This design comes from an exercise in tuning for small area on the open sky130 flow, not from production work.
The RTL was checked by simulation tests, not by an equivalence proof against the original design.

==> flow/design.v <==
module rf_read_port #(
  parameter int WIDTH = 64
) (
  input  logic             clk,
  input  logic             reset,
  input  logic             req,
  input  logic [4:0]       addr,
  input  logic [WIDTH-1:0] stored,
  input  logic             wr_en,
  input  logic [4:0]       wr_addr,
  input  logic [WIDTH-1:0] wr_data,
  output logic [WIDTH-1:0] data
);
  always_ff @(posedge clk) begin
    if (reset)    data <= '0;
    else if (req) data <= (wr_en && wr_addr == addr) ? wr_data : stored;
  end
endmodule
module register_file #(
  parameter int WIDTH   = 64,
  parameter int NREGS   = 32,
  parameter int SP_INIT = 524288
) (
  input  logic                    clk,
  input  logic                    reset,
  input  logic                    wr_en,
  input  logic [4:0]              wr_addr,
  input  logic signed [WIDTH-1:0] wr_data,
  input  logic                    rd_req,
  input  logic [4:0]              rd_addr,
  input  logic [4:0]              rs_addr,
  input  logic [4:0]              rt_addr,
  output logic signed [WIDTH-1:0] rd_data,
  output logic signed [WIDTH-1:0] rs_data,
  output logic signed [WIDTH-1:0] rt_data,
  output logic                    rd_valid,
  output logic signed [WIDTH-1:0] sp_out
);
  localparam int NPORTS = 3;
  localparam int SP_IDX = NREGS - 1;
  logic [WIDTH-1:0] regs [NREGS];
  logic [NPORTS-1:0][4:0]       raddr;
  logic [NPORTS-1:0][WIDTH-1:0] rstored;
  logic [NPORTS-1:0][WIDTH-1:0] rdata;
  assign raddr = {rt_addr, rs_addr, rd_addr};
  always_ff @(posedge clk) begin
    if (reset) begin
      for (int i = 0; i < NREGS; i++)
        regs[i] <= (i == SP_IDX) ? WIDTH'(SP_INIT) : '0;
    end else if (wr_en && 32'(wr_addr) < NREGS) begin
      regs[wr_addr] <= wr_data;
    end
  end
  always_ff @(posedge clk) begin
    if (reset) rd_valid <= 1'b0;
    else       rd_valid <= rd_req;
  end
  for (genvar p = 0; p < NPORTS; p++) begin : g_port
    assign rstored[p] = (32'(raddr[p]) < NREGS) ? regs[raddr[p]] : '0;
    rf_read_port #(.WIDTH(WIDTH)) u_port (
      .clk     (clk),
      .reset   (reset),
      .req     (rd_req),
      .addr    (raddr[p]),
      .stored  (rstored[p]),
      .wr_en   (wr_en),
      .wr_addr (wr_addr),
      .wr_data (wr_data),
      .data    (rdata[p])
    );
  end
  assign rd_data = rdata[0];
  assign rs_data = rdata[1];
  assign rt_data = rdata[2];
  assign sp_out = regs[SP_IDX];
endmodule
==> flow/config.mk <==
export PLATFORM = sky130hd
export DESIGN_NAME = register_file
export DESIGN_NICKNAME = register_file
export VERILOG_FILES = /design/flow/design.v
export SDC_FILE = /design/flow/constraint.sdc
export NUM_CORES = 4
export LEC_CHECK = 0
export CAP_MARGIN = 20
export CORE_MARGIN = 2
export CORE_UTILIZATION = 40
export SLEW_MARGIN = 20
==> flow/constraint.sdc <==
create_clock -name core_clock -period 5.0 [get_ports {clk}]
set_input_delay 1.0000 -clock core_clock [delete_from_list [all_inputs] [get_ports {clk}]]
set_output_delay 1.0000 -clock core_clock [all_outputs]
set_load 0.01 [all_outputs]
run.sh (not shown) runs the stock make flow with config.mk's settings and CLKGATE_MAP_FILE= SYNTH_SCRIPT=/design/flow/synth_recipe.tcl, a recipe that flattens the netlist after the stock synthesis.
Next try:
--- a/flow/design.v
+++ b/flow/design.v
@@ -43,20 +43,23 @@
   logic [NPORTS-1:0][WIDTH-1:0] rstored;
   logic [NPORTS-1:0][WIDTH-1:0] rdata;
   assign raddr = {rt_addr, rs_addr, rd_addr};
+  logic [NREGS-1:0] valid;
   always_ff @(posedge clk) begin
-    if (reset) begin
-      for (int i = 0; i < NREGS; i++)
-        regs[i] <= (i == SP_IDX) ? WIDTH'(SP_INIT) : '0;
-    end else if (wr_en && 32'(wr_addr) < NREGS) begin
+    if (wr_en && 32'(wr_addr) < NREGS)
       regs[wr_addr] <= wr_data;
-    end
+  end
+  always_ff @(posedge clk) begin
+    if (reset)                               valid <= '0;
+    else if (wr_en && 32'(wr_addr) < NREGS)  valid[wr_addr] <= 1'b1;
   end
   always_ff @(posedge clk) begin
     if (reset) rd_valid <= 1'b0;
     else       rd_valid <= rd_req;
   end
   for (genvar p = 0; p < NPORTS; p++) begin : g_port
-    assign rstored[p] = (32'(raddr[p]) < NREGS) ? regs[raddr[p]] : '0;
+    assign rstored[p] = (32'(raddr[p]) >= NREGS) ? '0 :
+                        valid[raddr[p]] ? regs[raddr[p]] :
+                        (raddr[p] == 5'(SP_IDX)) ? WIDTH'(SP_INIT) : '0;
     rf_read_port #(.WIDTH(WIDTH)) u_port (
       .clk     (clk),
       .reset   (reset),
@@ -72,5 +75,5 @@
   assign rd_data = rdata[0];
   assign rs_data = rdata[1];
   assign rt_data = rdata[2];
-  assign sp_out = regs[SP_IDX];
+  assign sp_out = valid[SP_IDX] ? regs[SP_IDX] : WIDTH'(SP_INIT);
 endmodule
Effect:
- sequential share of layout area is higher by 5.0 points
- flip-flop and latch count is higher by 32
- worst setup slack gets worse by 0.25 ns
- core utilization is higher by 0.30 points
- hold slack gets better by 0.026 ns

## what the ideal ports hide
The results above use ideal ports. As a check the final layouts listed here were re-extracted and re-timed, cells and wires unchanged. Step 1 assumes that a clkbuf_16 drives the clock port and a buf_2 every other input. Step 2 adds t to the input delays and takes it off the output delays; t is the mean of the earliest and latest rising clock arrival at the registers after step 1. Input paths then give back, and output paths get back, about the clock's delay inside the block. Slacks: no drivers / after step 1 / after step 2; pairs: no drivers / after step 1.
| run | t (ns) | setup WS [ns] | worst slew at a driven data input, ns | pins driven straight from the clock port |
|---|---|---|---|---|
| the first run | 1.018 | 1.049 / 1.131 / 0.113 | 0.28 | 1 |
| the second run | 1.012 | 0.804 / 0.705 / 0.265 | 0.17 | 1 |
After both steps setup and hold are still met in every run listed. The setup slack of the first run, which loses most, moves by +0.082 ns with the drivers and by -0.936 ns with both steps.
